From an optimization exercise on the open Yosys and OpenROAD flow, aimed at small area; shortcuts taken in it are not production practice. Function was checked by simulation only, so behaviour that the tests miss may differ from the original. Power and IR drop assume default switching activity.

### flow/run.sh
#!/bin/bash
# synth_recipe.tcl (not shown) runs the flow's synth.tcl, then flattens the netlist and writes it again
# the make line also repeats each setting of config.mk as NAME=value (left out here)
make -C /OpenROAD-flow-scripts/flow DESIGN_CONFIG=/design/flow/config.mk WORK_HOME=/design/flow/orfs CLKGATE_MAP_FILE= SYNTH_SCRIPT=/design/flow/synth_recipe.tcl finish
### flow/config.mk
export PLATFORM = sky130hd
export DESIGN_NAME = rvvi_retire_buffer
export DESIGN_NICKNAME = rvvi_retire_buffer
export VERILOG_FILES = /design/flow/design.v
export SDC_FILE = /design/flow/constraint.sdc
export NUM_CORES = 4
export LEC_CHECK = 0
export CAP_MARGIN = 20
export CORE_MARGIN = 2
export CORE_UTILIZATION = 40
export SLEW_MARGIN = 20
### flow/constraint.sdc
create_clock -name core_clock -period 7.0 [get_ports {clk}]
set_input_delay 1.4000 -clock core_clock [delete_from_list [all_inputs] [get_ports {clk}]]
set_output_delay 1.4000 -clock core_clock [all_outputs]
set_load 0.01 [all_outputs]
### flow/design.v
package rvvi_trace_pkg;
    function automatic integer rec_w(input int ilen, input int xlen);
        rec_w = 4 * xlen + ilen + 39;
    endfunction
    localparam int X_WDATA_LSB = 0;
    function automatic integer x_wb_lsb(input int xlen);
        x_wb_lsb = xlen;
    endfunction
    function automatic integer mode_lsb(input int xlen);
        mode_lsb = xlen + 32;
    endfunction
    function automatic integer halt_lsb(input int xlen);
        halt_lsb = xlen + 34;
    endfunction
    function automatic integer trap_lsb(input int xlen);
        trap_lsb = xlen + 35;
    endfunction
    function automatic integer isize_lsb(input int xlen);
        isize_lsb = xlen + 36;
    endfunction
    function automatic integer insn_lsb(input int xlen);
        insn_lsb = xlen + 39;
    endfunction
    function automatic integer pc_wdata_lsb(input int ilen, input int xlen);
        pc_wdata_lsb = xlen + 39 + ilen;
    endfunction
    function automatic integer pc_rdata_lsb(input int ilen, input int xlen);
        pc_rdata_lsb = 2 * xlen + 39 + ilen;
    endfunction
    function automatic integer order_lsb(input int ilen, input int xlen);
        order_lsb = 3 * xlen + 39 + ilen;
    endfunction
    function automatic integer hart_w(input int nhart);
        hart_w = (nhart > 1) ? $clog2(nhart) : 1;
    endfunction
endpackage
module rvvi_retire_hart_fifo
#(
    parameter int ILEN  = 32,
    parameter int XLEN  = 32,
    parameter int NRET  = 2,
    parameter int DEPTH = 8
) (
    input  logic                                 clk,
    input  logic                                 rst_n,
    input  logic                                 clr_err,
    input  logic [NRET-1:0]                      ret_valid,
    input  logic [NRET*rvvi_trace_pkg::rec_w(ILEN, XLEN)-1:0]    ret_rec,
    input  logic                                 pop,
    output logic [$clog2(DEPTH+1)-1:0]           count,
    output logic [rvvi_trace_pkg::rec_w(ILEN, XLEN)-1:0]         head,
    output logic                                 ovf,
    output logic                                 order_err
);
    localparam int REC_W     = rvvi_trace_pkg::rec_w(ILEN, XLEN);
    localparam int ORDER_LSB = rvvi_trace_pkg::order_lsb(ILEN, XLEN);
    localparam int PW        = $clog2(DEPTH);
    localparam int CW        = $clog2(DEPTH + 1);
    logic [REC_W-1:0] r_mem [DEPTH];
    logic [PW-1:0]    r_wr_ptr;
    logic [PW-1:0]    r_rd_ptr;
    logic [CW-1:0]    r_count;
    logic             r_synced;
    logic [XLEN-1:0]  r_expected;
    logic             r_ovf;
    logic             r_order_err;
    logic [CW-1:0]    w_k;
    logic [CW-1:0]    w_free;
    logic             w_accept;
    logic             w_drop;
    logic [PW-1:0]    w_slot_idx [NRET];
    logic             w_synced_n;
    logic [XLEN-1:0]  w_expected_n;
    logic [XLEN-1:0]  w_order;
    logic             w_gap;
    always_comb begin
        w_k = '0;
        for (int s = 0; s < NRET; s++) begin
            w_slot_idx[s] = w_k[PW-1:0];
            if (ret_valid[s]) begin
                w_k = w_k + CW'(1);
            end
        end
    end
    assign w_free   = CW'(DEPTH) - r_count;
    assign w_accept = (w_k != '0) && (w_free >= w_k);
    assign w_drop   = (w_k != '0) && !w_accept;
    always_comb begin
        w_synced_n   = r_synced && !clr_err;
        w_expected_n = r_expected;
        w_gap        = 1'b0;
        w_order      = '0;
        if (w_accept) begin
            for (int s = 0; s < NRET; s++) begin
                if (ret_valid[s]) begin
                    w_order = ret_rec[s*REC_W + ORDER_LSB +: XLEN];
                    if (w_synced_n && (w_order != w_expected_n)) begin
                        w_gap = 1'b1;
                    end
                    w_expected_n = w_order + XLEN'(1);
                    w_synced_n   = 1'b1;
                end
            end
        end
    end
    always_ff @(posedge clk or negedge rst_n) begin
        if (!rst_n) begin
            r_wr_ptr    <= '0;
            r_rd_ptr    <= '0;
            r_count     <= '0;
            r_synced    <= 1'b0;
            r_expected  <= '0;
            r_ovf       <= 1'b0;
            r_order_err <= 1'b0;
        end else begin
            if (w_accept) begin
                r_wr_ptr <= r_wr_ptr + w_k[PW-1:0];
            end
            if (pop) begin
                r_rd_ptr <= r_rd_ptr + PW'(1);
            end
            r_count     <= r_count + (w_accept ? w_k : '0) - CW'(pop);
            r_synced    <= w_synced_n;
            r_expected  <= w_expected_n;
            r_ovf       <= !clr_err && (r_ovf || w_drop);
            r_order_err <= !clr_err && (r_order_err || w_gap);
        end
    end
    always_ff @(posedge clk) begin
        if (w_accept) begin
            for (int s = 0; s < NRET; s++) begin
                if (ret_valid[s]) begin
                    r_mem[r_wr_ptr + w_slot_idx[s]] <= ret_rec[s*REC_W +: REC_W];
                end
            end
        end
    end
    assign count     = r_count;
    assign head      = r_mem[r_rd_ptr];
    assign ovf       = r_ovf;
    assign order_err = r_order_err;
endmodule
module rvvi_retire_buffer
#(
    parameter int ILEN  = 32,
    parameter int XLEN  = 32,
    parameter int NHART = 2,
    parameter int NRET  = 2,
    parameter int DEPTH = 8
) (
    input  logic                                      clk,
    input  logic                                      rst_n,
    input  logic [NHART*NRET-1:0]                     ret_valid,
    input  logic [NHART*NRET*rvvi_trace_pkg::rec_w(ILEN, XLEN)-1:0]   ret_rec,
    output logic                                      out_valid,
    input  logic                                      out_ready,
    output logic [rvvi_trace_pkg::hart_w(NHART)-1:0]                  out_hart,
    output logic [rvvi_trace_pkg::rec_w(ILEN, XLEN)-1:0]              out_rec,
    output logic [NHART-1:0]                          ovf,
    output logic [NHART-1:0]                          order_err,
    input  logic                                      clr_err
);
    localparam int REC_W = rvvi_trace_pkg::rec_w(ILEN, XLEN);
    localparam int HW    = rvvi_trace_pkg::hart_w(NHART);
    localparam int CW    = $clog2(DEPTH + 1);
    logic [CW-1:0]    w_count [NHART];
    logic [REC_W-1:0] w_head  [NHART];
    logic [NHART-1:0] w_elig;
    logic [NHART-1:0] w_pop;
    logic [HW-1:0]    w_lo;
    logic [HW-1:0]    w_hi;
    logic             w_hi_found;
    logic [HW-1:0]    w_arb;
    logic [HW-1:0]    w_sel;
    logic [HW-1:0]    r_rr;
    logic [HW-1:0]    r_hold_hart;
    logic             r_hold;
    for (genvar h = 0; h < NHART; h++) begin : g_hart
        rvvi_retire_hart_fifo #(
            .ILEN  (ILEN),
            .XLEN  (XLEN),
            .NRET  (NRET),
            .DEPTH (DEPTH)
        ) u_fifo (
            .clk       (clk),
            .rst_n     (rst_n),
            .clr_err   (clr_err),
            .ret_valid (ret_valid[h*NRET +: NRET]),
            .ret_rec   (ret_rec[h*NRET*REC_W +: NRET*REC_W]),
            .pop       (w_pop[h]),
            .count     (w_count[h]),
            .head      (w_head[h]),
            .ovf       (ovf[h]),
            .order_err (order_err[h])
        );
        assign w_elig[h] = (w_count[h] != '0);
        assign w_pop[h]  = out_valid && out_ready && (w_sel == HW'(h));
    end
    always_comb begin
        w_lo       = '0;
        w_hi       = '0;
        w_hi_found = 1'b0;
        for (int i = NHART - 1; i >= 0; i--) begin
            if (w_elig[i]) begin
                w_lo = HW'(i);
                if (HW'(i) >= r_rr) begin
                    w_hi       = HW'(i);
                    w_hi_found = 1'b1;
                end
            end
        end
        w_arb = w_hi_found ? w_hi : w_lo;
    end
    assign w_sel     = r_hold ? r_hold_hart : w_arb;
    assign out_valid = |w_elig;
    assign out_hart  = w_sel;
    assign out_rec   = out_valid ? w_head[w_sel] : '0;
    always_ff @(posedge clk or negedge rst_n) begin
        if (!rst_n) begin
            r_rr        <= '0;
            r_hold      <= 1'b0;
            r_hold_hart <= '0;
        end else begin
            r_hold      <= out_valid && !out_ready;
            r_hold_hart <= w_sel;
            if (out_valid && out_ready) begin
                r_rr <= (w_sel == HW'(NHART - 1)) ? '0 : w_sel + HW'(1);
            end
        end
    end
endmodule
==> qor.json <==
{
  "timing.final.hold_violations": 0,
  "worstMarginPinSlew_ps": 1200,
  "row_count": 238,
  "ys_dominant_reg_cell": "edfxtp_1",
  "final_wtd_congestion": 0.926,
  "initial_utilization": 0.402,
  "die_w_um": 654,
  "synth.mux.area_fraction": 0.323,
  "detail_route.vias_per_cell": 6.02,
  "path_buf_inv": 4,
  "fmax_mhz": 148,
  "synth_warnings": 5,
  "layout_common_cells": "3184 x edfxtp_1, 3077 x mux2_2, 1005 x clkdlybuf4s50_1, 796 x mux4_2, 402 x a211oi_1",
  "grt_start_max_net_pins": 108,
  "timing.max_cap.violations": 0,
  "htreeDepth": 5,
  "syn-mean-instance-area_um2": 16.5,
  "overall_die_height_um": 654,
  "initial_antenna_violation_count": 238,
  "nets": 11969,
  "drtIter0Drc": 10849,
  "arrival_ps": 5350,
  "grt-ovfl-total": 0,
  "cp_top_family": "compound AO/OA/AOI/OAI gates",
  "synthTopCellsByArea": "edfxtp_1 57%, mux2_2 20%, mux4_2 11%",
  "clock_skew_ps": 32.1,
  "overall_via_count_from_detail_route": 103732,
  "power_leakage_nw": 65.4,
  "biggest_area_consumer_among_synthesized_cells": "edfxtp_1",
  "netlist_area_um2": 169000,
  "worst_ep_required_time_ps": 5600,
  "endpoint_kind": "primary output",
  "cts_max_path_buffers": 4,
  "tritoncts_num_sinks": 3277,
  "power_per_cell_area_nw_per_um2": 415,
  "first_global_vias": 107074,
  "die_area_um2": 428000,
  "drt_pre_antenna_iters": 6,
  "setup_viol": 0,
  "synthXorXnorAreaFrac": 0.0140,
  "routed_wire_length_per_instance_um": 33.3,
  "numCtsBuffers": 378,
  "clock_latency_of_the_later_clocked_register_in_the_worst_skew_pair_ps": 960,
  "post_cts.repair.setup_buffers": 0,
  "critPathSlowestCell": "a21o_4",
  "outcome": "no timing/DRC/antenna violations",
  "synth_fa_ha_area_frac": 0.00299,
  "clk_root_buffer_cell": "clkbuf_16",
  "dp.cells": 16385,
  "timing.critical_path.cells": "inv_1 > ha_1 > a21oi_1 > a211oi_1 > a21o_4 > buf_12 > buf_4 > a211oi_1 > a211oi_1 > clkdlybuf4s50_1",
  "final_layout_size_suffix_gt1_frac": 0.421,
  "synthDistinctLibCells": 67,
  "finalMaxSlewViolations": 0,
  "crit_path_max_incr_delay_ps": 780,
  "synth-edff-count": 3184,
  "worstPathMaxFanout": 60,
  "setup_repair_after_global_routing_missed_its_margin": "false",
  "floorplan.core_area_um2": 420000,
  "clkSlewWorstSetupHoldPaths_ps": 70,
  "synth_largest_type_area_fraction": 0.566,
  "number_of_synthesized_register_bits": 3277,
  "crit_path_top_cell_by_count": "a211oi_1",
  "flow.area_growth_from_synthesis_pct": 18.3,
  "finalWirelength_mm": 575,
  "fin_hold_ws_ps": 443,
  "worst-setup-path-type": "reg -> out",
  "start_kind": "flop",
  "kind_of_path_behind_the_tightest_hold_check": "in -> async",
  "period_share": 0.964,
  "buffer_ports.inserted": 1008,
  "grtUsageTotal": 0.262,
  "synth_seq_area_share": 0.579,
  "boundaryPins": 1009,
  "instances_no_fill": 17242,
  "synth_simple_gate_area_share": 0.0257,
  "postSynthCellCount": 10275,
  "ctsHoldBuffers": 0,
  "wire_length_of_the_first_global_routing_pass_mm": 807,
  "dp_hpwl_mm": 361,
  "area.sequential_um2": 98000,
  "final_common_cell": "edfxtp_1",
  "drc": 0,
  "timing.reg2reg.setup_slack_ps": 2660,
  "nFillCells": 35889,
  "final_antenna_net_count": 0,
  "synth_top_family_by_area": "multiplexers",
  "cts_tree": "built",
  "peakVddDrop_v": 0.000288,
  "finalWorstPathRequiredPeriod_ps": 6750,
  "combined_area_of_the_multi_input_logic_cells_um2": 68000,
  "synth-compound-area-share": 0.0333,
  "postSynthNetCount": 11117,
  "post_cts_resized": 0,
  "async_flop_share": 0.0284,
  "max-slew-margin-rel": 0.203
}
## cell usage after synthesis (5+ instances only)
cell / instances
mux2_2: 3077
nor3_1: 37
buf_2: 15
o21ai_0: 175
mux4_2: 796
xor2_1: 79
nor2b_1: 204
a211oi_1: 415
ha_1: 34
inv_1: 60
o221ai_1: 5
mux2i_1: 207
and2_1: 14
a31oi_1: 21
a221oi_1: 5
clkbuf_1: 703
xnor2_1: 187
nand3_1: 70
o22ai_1: 57
or3_1: 14
buf_1: 163
or4_1: 7
dfrtp_1: 93
o31ai_1: 13
a21oi_1: 79
nor2_1: 111
nor4_1: 26
buf_4: 5
and4_1: 16
nand2b_1: 9
o2bb2ai_1: 6
nand3b_1: 8
nand2_1: 216
edfxtp_1: 3184
and3_1: 18
nor3b_1: 6
nand4_1: 60
a21o_1: 8
## where the power goes
part | total [W] | leakage (nW) | internal [W] | switching [W]
Sequential | 0.0296 | 30.1 | 0.0279 | 0.00162
Combinational | 0.0342 | 29.6 | 0.0148 | 0.0194
Clock | 0.0192 | 5.75 | 0.0109 | 0.00831
Total | 0.0830 | 65.4 | 0.0536 | 0.0293
## through the flow
stage	TNS, ps	utilization	power [W]	setup slack, ps	cell area [um^2]
floorplan	-5682750	-	0.0500	-2810	169000
global placement	0	0.446	0.0638	1020	188000
detailed placement	0	0.446	0.0644	1060	188000
CTS	0	0.474	0.0836	188	199000
global route	0	0.475	0.0860	98.9	200000
finish	0	0.475	0.0830	251	200000
## final cells by class
type                            count  area share
Sequential cell                  3277       0.490
Multi-Input combinational cell   6048       0.340
Timing Repair Buffer             1358      0.0724
Clock buffer                      481      0.0501
Tap cell                         5640      0.0353
Clock inverter                    208     0.00876
Antenna cell                      166     0.00208
Inverter                           64     0.00122
## path summary, 6_finish.rpt
check	from	end	cells after the start
min reg2reg	g_hart[1].u_fifo.r_ovf	g_hart[1].u_fifo.r_ovf	2
max in group asynchronous	rst_n	g_hart[1].u_fifo.r_rd_ptr[2]	2
max	g_hart[0].u_fifo.r_count[0]	out_rec[84]	10
max reg2reg	g_hart[0].u_fifo.r_count[0]	g_hart[1].u_fifo.r_count[2]	13
min in group core_clock	g_hart[1].u_fifo.r_ovf	g_hart[1].u_fifo.r_ovf	2
min	rst_n	g_hart[0].u_fifo.r_expected[4]	1
## metal layers
layer | GRT usage | part of all wire | vias to the layer above
li1 | - | - | 43433
met1 | 0.336 | 0.39 | 54787
met2 | 0.433 | 0.49 | 4397
met3 | 0.0517 | 0.077 | 1023
met4 | 0.114 | 0.038 | 92
met5 | 0 | 0.0010 | -
## registers in the layout, indices dropped and copies added (netlist names)
name and cells:
r_hold_hart 1, g_hart.u_fifo.r_count 8, g_hart.u_fifo.r_order_err 2, g_hart.u_fifo.r_synced 2, g_hart.u_fifo.r_mem 3184, g_hart.u_fifo.r_expected 64, g_hart.u_fifo.r_rd_ptr 6, g_hart.u_fifo.r_ovf 2
g_hart.u_fifo.r_wr_ptr 6, r_hold 1, r_rr 1
## kinds of logic after synthesis
logic type | Yosys count
AOI/OAI and AO/OA | 835
xor gates and xnor gates | 268
adders and majority gates | 38
buffers and inverters | 950
DFF | 3277
muxes | 4080
and+or+nand+nor | 827

[port drivers added, routing unchanged]
Ports are ideal in the flow. The routed layout listed here was re-timed in OpenROAD.
Step 1, drivers: a clkbuf_16 drives clk and a buf_2 each remaining input, both assumed.
Step 2 also shifts input and output timing later by t, the mid clock arrival at the registers, as if the neighbouring blocks saw the same clock.
a / b / c = ideal / step 1 / step 2; a / b = the first two.
t (ns): 1.066
slack for setup (ns): 0.251 / 0.138 / 1.057
clock arrival spread, ns: 0.047 / 0.048
worst data-port slew with drivers (ns): 0.43
pins driven straight from the clock port: 1
After both steps this run still meets setup and hold. The setup slack of this run moves by -0.113 ns with the drivers and by +0.806 ns with both steps.
